This is an optimization exercise on Yosys and OpenROAD, whose aim is small area, a short achievable clock period and few clock cycles per item, not a production implementation.
Only simulation tests tie the RTL to the original design; equivalence was not proved.

==> violet: inputs <==
==> flow/design.v (excerpt) <==
module rgb_hsv_converter #(
  parameter int unsigned CHANNEL_BITS = 8
) (
  input  logic                         clk_i,
  input  logic                         rst_ni,
  input  logic                         cfg_we_i,
  input  logic                         cfg_wdata_i,
  input  logic                         pix_i_valid,
  output logic                         pix_i_ready,
  input  logic [CHANNEL_BITS-1:0]      pix_i_red,
  input  logic [CHANNEL_BITS-1:0]      pix_i_green,
  input  logic [CHANNEL_BITS-1:0]      pix_i_blue,
  input  logic [rhc_pkg::HUE_BITS-1:0] pix_i_hue,
  input  logic [CHANNEL_BITS-1:0]      pix_i_saturation,
  input  logic [CHANNEL_BITS-1:0]      pix_i_brightness,
  input  logic [CHANNEL_BITS-1:0]      pix_i_alpha,
  output logic                         pix_o_valid,
  input  logic                         pix_o_ready,
  output logic [CHANNEL_BITS-1:0]      pix_o_out_red,
  output logic [CHANNEL_BITS-1:0]      pix_o_out_green,
  output logic [CHANNEL_BITS-1:0]      pix_o_out_blue,
  output logic [rhc_pkg::HUE_BITS-1:0] pix_o_out_hue,
  output logic [CHANNEL_BITS-1:0]      pix_o_out_saturation,
  output logic [CHANNEL_BITS-1:0]      pix_o_out_brightness,
  output logic [CHANNEL_BITS-1:0]      pix_o_out_alpha
);
clock: 10.0 ns
lec_check: 0
abc_area: 1
cap_margin: 20
core_margin: 2
core_utilization: 55
cts_cluster_diameter: 100
cts_cluster_size: 24
place_density: 0.65
setup_slack_margin: 5
slew_margin: 20
standard.sh (not shown) runs the stock make flow with config.mk's settings and CLKGATE_MAP_FILE= SYNTH_SCRIPT=/design/flow/synth_recipe.tcl, a recipe that flattens the netlist after the stock synthesis.
==> flow/flow/run.sh <==
#!/bin/bash
# layout flow: the standard flow (standard.sh), with the port buffers
# made from sky130_fd_sc_hd__buf_2 instead of the flow's default pick.
# each tool's output stays in the ORFS logs under orfs/logs; make's own
# output goes to standard.log.
set -euo pipefail
sed -e 's#"\${@:-finish}"#BUFFER_PORTS_ARGS="-buffer_cell sky130_fd_sc_hd__buf_2" "${@:-finish}"#' \
  standard.sh > standard_own.sh
grep -q 'BUFFER_PORTS_ARGS' standard_own.sh
bash standard_own.sh > standard.log 2>&1
==> inputs of sierra, as changes to violet <==
==> flow/flow/run.sh (replaced) <==
#!/bin/bash
set -euo pipefail
sed -e 's#"\${@:-finish}"#BUFFER_PORTS_ARGS="-buffer_cell sky130_fd_sc_hd__buf_2" "${@:-finish}"#' \
  -e 's/SETUP_SLACK_MARGIN=5 /SETUP_SLACK_MARGIN=5.8 /' \
  standard.sh > standard_own.sh
grep -q 'BUFFER_PORTS_ARGS' standard_own.sh
grep -q 'SETUP_SLACK_MARGIN=5.8 ' standard_own.sh
bash standard_own.sh > standard.log 2>&1
==> inputs of harbor, as changes to violet <==
==> flow/run.sh (new file) <==
#!/bin/bash
# synth_recipe.tcl (not shown) runs the flow's synth.tcl, then flattens the netlist and writes it again
# the make line also repeats each setting of config.mk as NAME=value (left out here)
make -C /OpenROAD-flow-scripts/flow DESIGN_CONFIG=/design/flow/config.mk WORK_HOME=/design/flow/orfs CLKGATE_MAP_FILE= SYNTH_SCRIPT=/design/flow/synth_recipe.tcl finish
ABC_AREA = default   (was 1)
CORE_UTILIZATION = 40   (was 55)
CTS_CLUSTER_DIAMETER = default   (was 100)
CTS_CLUSTER_SIZE = default   (was 24)
PLACE_DENSITY = default   (was 0.65)
removed: flow/flow/run.sh
removed: flow/standard.sh
==> inputs of garnet, as changes to violet <==
--- a/flow/design.v
+++ b/flow/design.v
@@ -9,12 +9,41 @@
     HB_RED_NEG
   } hue_base_e;
   typedef struct packed {
     logic [2:0] sector;
     logic [5:0] frac;
   } hue_split_t;
+  function automatic logic [23:0] add_bk(input logic [23:0] a, input logic [23:0] b,
+                                         input logic ci);
+    logic [23:0] p, g, gg, pp;
+    p = a ^ b;
+    g = a & b;
+    g[0] = g[0] | (p[0] & ci);
+    gg = g;
+    pp = p;
+    for (int l = 1; l < 24; l = l * 2) begin
+      for (int i = 2 * l - 1; i < 24; i = i + 2 * l) begin
+        gg[i] = gg[i] | (pp[i] & gg[i - l]);
+        pp[i] = pp[i] & pp[i - l];
+      end
+    end
+    for (int l = 8; l >= 1; l = l / 2) begin
+      for (int i = 3 * l - 1; i < 24; i = i + 2 * l) begin
+        gg[i] = gg[i] | (pp[i] & gg[i - l]);
+        pp[i] = pp[i] & pp[i - l];
+      end
+    end
+    add_bk = p ^ {gg[22:0], ci};
+  endfunction
+  function automatic logic [23:0] add3_bk(input logic [23:0] a, input logic [23:0] b,
+                                          input logic [23:0] c, input logic ci);
+    logic [23:0] s, k;
+    s = a ^ b ^ c;
+    k = (a & b) | (a & c) | (b & c);
+    add3_bk = add_bk(s, {k[22:0], 1'b0}, ci);
+  endfunction
   function automatic hue_split_t hue_split(input logic [HUE_BITS-1:0] h);
     logic [3:0] cnt;
     logic [HUE_BITS-1:0] hh;
     logic [2:0] sec;
     cnt = 4'd0;
     for (int k = 1; k <= 8; k++) begin
@@ -161,44 +190,47 @@
   end
   logic [15:0] u2_q;
   logic [7:0]  v2_q;
   logic [8:0]  h2_q;
   logic [41:0] y3_d;   
   always_comb begin
-    logic [7:0] mx, d, y;
-    logic       neg;
+    logic [7:0]  mx, d, y;
+    logic        neg;
+    logic [23:0] nsat, nhue, dn;
     mx  = v2_q;
     {d, y} = u2_q;
     neg = h2_q[6];
+    nsat = rhc_pkg::add3_bk({8'd0, d, 8'd0}, {8'hff, 8'hff, ~d}, 24'(mx[7:1]), 1'b1);
+    dn   = rhc_pkg::add_bk(24'(d), {16'd0, {8{neg}}}, 1'b0);
+    nhue = rhc_pkg::add3_bk({10'd0, y, 6'd0}, ~{14'd0, y, 2'd0}, 24'(dn[7:1]), 1'b1);
     if (dir_s[2]) begin
       y3_d = {1'b0, 22'(h2_q[8:3]) * 22'(u2_q) + 22'd7649, h2_q[2:0], u2_q};
     end else begin
-      y3_d = {{d, 8'd0} - 16'(d) + 16'(mx[7:1]),
-              ({y, 6'd0} - {4'd0, y, 2'd0}) + 14'((d - 8'(neg)) >> 1),
-              d, h2_q[8:5]};
+      y3_d = {nsat[15:0], nhue[13:0], d, h2_q[8:5]};
     end
   end
   logic [41:0] y3_q;
   logic [7:0]  v3_q;
   logic [15:0] n4_d;   
   logic [26:0] x4_d;   
   logic [13:0] rh3;
   logic [1:0]  qh3;
   rhc_div #(.RW(14), .DW(8), .TOP(5), .NS(2)) u_hdiv3 (
     .rem_i(y3_q[25:12]), .den_i(y3_q[11:4]), .rem_o(rh3), .quo_o(qh3)
   );
   always_comb begin
-    logic [22:0] zs;
+    logic [23:0] zs, wrs;
     logic [13:0] xq;
     logic [7:0]  wr, a0, r0;
     logic [16:0] t;
     logic [21:0] z;
     z  = y3_q[40:19];
-    zs = 23'(z) + 23'(z[21:8]) + 23'(z[21:16]) + 23'd1;
-    xq = zs[21:8];
-    wr = z[7:0] + xq[7:0];
+    zs  = rhc_pkg::add3_bk(24'(z), 24'(z[21:8]), 24'(z[21:16]), 1'b1);
+    xq  = zs[21:8];
+    wrs = rhc_pkg::add_bk(24'(z[7:0]), 24'(xq[7:0]), 1'b0);
+    wr  = wrs[7:0];
     t  = 17'(y3_q[15:0]) + 17'(y3_q[15:8]) + 17'd1;
     a0 = t[15:8];
     r0 = y3_q[7:0] + a0;
     if (dir_s[3]) begin
       n4_d = {2'b00, xq};
       x4_d = {y3_q[18:16], wr, a0, r0};
@@ -268,22 +300,26 @@
   logic [18:0] x7_d;   
   assign den6 = dir_s[6] ? 8'd60 : v6_q;
   rhc_div #(.RW(12), .DW(8), .TOP(3), .NS(2)) u_ldiv6 (
     .rem_i(lr6_q), .den_i(den6), .rem_o(lr6), .quo_o(lq6)
   );
   always_comb begin
-    logic [5:0] qh;
-    logic [8:0] hue;
+    logic [5:0]  qh;
+    logic [8:0]  hue, qx;
+    logic [23:0] hs;
     qh = x6_q[9:4];
     case (x6_q[3:2])
       2'(rhc_pkg::HB_RED):   hue = 9'd0;
       2'(rhc_pkg::HB_GREEN): hue = 9'd120;
       2'(rhc_pkg::HB_BLUE):  hue = 9'd240;
       default:               hue = 9'd360;
     endcase
-    hue = x6_q[1] ? hue - 9'(qh) : hue + 9'(qh);
+    qx  = {3'd0, qh};
+    if (x6_q[1]) qx = ~qx;
+    hs  = rhc_pkg::add_bk(24'(hue), 24'(qx), x6_q[1]);
+    hue = hs[8:0];
     if (x6_q[0]) hue = '0;
     x7_d = dir_s[6] ? x6_q : {9'd0, hue, x6_q[0]};
   end
   logic [9:0]  lr7_q;
   logic [5:0]  lq7_q;
   logic [7:0]  v7_q;
@@ -299,23 +335,26 @@
   logic [7:0]  lq8_q;
   logic [7:0]  v8_q;
   logic [18:0] x8_q;
   logic [7:0] o0_d, o1_d, o2_d;
   logic       o3_d;
   always_comb begin
-    logic [7:0] v, qd, p, q, t;
-    logic       dt;
+    logic [7:0]  v, qd, p, q, t;
+    logic        dt;
+    logic [23:0] qs, ts;
     logic [6:0] m;
     logic [2:0] sec;
     logic       c;
     v   = v8_q;
     qd  = lq8_q;
     {sec, p, dt, m} = x8_q;
     c   = (m == 7'h7f) || (lr8_q > m[5:0]);
-    q   = v - qd;
-    t   = p + qd + 8'(c) - 8'(dt);
+    qs  = rhc_pkg::add_bk(24'(v), 24'(~qd), 1'b1);
+    q   = qs[7:0];
+    ts  = rhc_pkg::add3_bk(24'(p), 24'(qd), 24'({8{dt}}), c);
+    t   = ts[7:0];
     if (dir_s[8]) begin
       o3_d = 1'b0;
       case (sec)
         3'd0:    begin o0_d = v; o1_d = t; o2_d = p; end
         3'd1:    begin o0_d = q; o1_d = v; o2_d = p; end
         3'd2:    begin o0_d = p; o1_d = v; o2_d = t; end
==> flow/run.sh (new file) <==
#!/bin/bash
# synth_recipe.tcl (not shown) runs the flow's synth.tcl, then flattens the netlist and writes it again
# the make line also repeats each setting of config.mk as NAME=value (left out here)
make -C /OpenROAD-flow-scripts/flow DESIGN_CONFIG=/design/flow/config.mk WORK_HOME=/design/flow/orfs CLKGATE_MAP_FILE= SYNTH_SCRIPT=/design/flow/synth_recipe.tcl finish
removed: flow/flow/run.sh
removed: flow/standard.sh
==> comparison table <==
item                                                                           sierra                   harbor                       violet                   garnet
Outcome                                                       complete, no violations  complete, no violations      complete, no violations  complete, no violations
Number of placement rows                                                           92                      108                           92                       92
Transition at the pin with the smallest max-transition slack                  1.01 ns                  1.06 ns                      1.07 ns                  1.07 ns
Multi-input gates                                                               2,796                    2,443                        2,791                    2,610
Area delta synth->final                                                         14.9%                    15.9%                        7.49%                    10.3%
Sequential share of the synthesized area                                        0.385                    0.389                        0.385                    0.387
Area fraction of the dominant cell type after synthesis                         0.378                    0.382                        0.378                    0.380
Worst Setup End Kind                                                             flop                     flop               primary output                     flop
Layout net count                                                                4,890                    4,145                        4,753                    4,639
CP max-delay cell                                                                fa_1                     fa_1                      nand2_8                 edfxtp_1
Fraction of the mapped netlist area in compound gates                           0.122                    0.121                        0.122                    0.110
Critical path type                                                       flop to flop             flop to flop  input pin to primary output             flop to flop
Unrepaired setup endpoints after global routing                                   yes                      yes                           no                      yes
Crit path DAT                                                                 4.97 ns                  5.22 ns                      2.93 ns                  5.18 ns
Timing endpoint of the critical path                                         y3_q[36]                 y3_q[40]                  pix_i_ready                 y3_q[25]
Die area                                                                   66,200 µm²               89,600 µm²                   66,200 µm²               65,800 µm²
Vert. Die Dim                                                                  257 µm                   299 µm                       257 µm                   257 µm
Post-Syn Nets                                                                   4,640                    3,929                        4,640                    4,497
Data required time of the critical path                                      10.35 ns                 10.30 ns                      8.00 ns                 10.34 ns
Smallest setup slack after layout                                             5.38 ns                  5.08 ns                      5.07 ns                  5.16 ns
Most common cell after layout, fill and taps aside                            nand2_1                 edfxtp_1                      nand2_1                  nand2_1
Testbench counts of violet, summed over its fixed seeds: cycles 19,368, items 19,200.
Testbench counts of sierra, summed over its fixed seeds: cycles 19,368, items 19,200.
Testbench counts of harbor, summed over its fixed seeds: cycles 19,368, items 19,200.
Testbench counts of garnet, summed over its fixed seeds: cycles 19,368, items 19,200.

## re-timing with driven ports
The results above use ideal ports. As a check the final layouts listed here were re-extracted and re-timed, cells and wires unchanged. Step 1, drivers: a clkbuf_16 drives clk_i and a buf_2 each remaining input, both assumed. Step 2, shift: input delay + t, output delay - t, t = (earliest + latest rising clock arrival at the registers) / 2. This alone moves slack from input paths to output paths. Three values: ideal, step 1, step 2; two values: the first two.
run	t (ns)	setup WS [ns]	latest minus earliest clock arrival (ns)	worst data-port slew with drivers (ns)
violet	0.637	5.073 / 5.050 / 4.802	0.039 / 0.039	0.06
sierra	0.648	5.376 / 5.376 / 5.376	0.026 / 0.026	0.07
harbor	0.640	5.084 / 5.084 / 4.559	0.036 / 0.036	0.05
garnet	0.649	5.160 / 5.160 / 4.801	0.021 / 0.021	0.04
After both steps setup and hold are still met in every run listed. The setup slack of harbor, which loses most, moves by 0.000 ns with the drivers and by -0.525 ns with both steps.
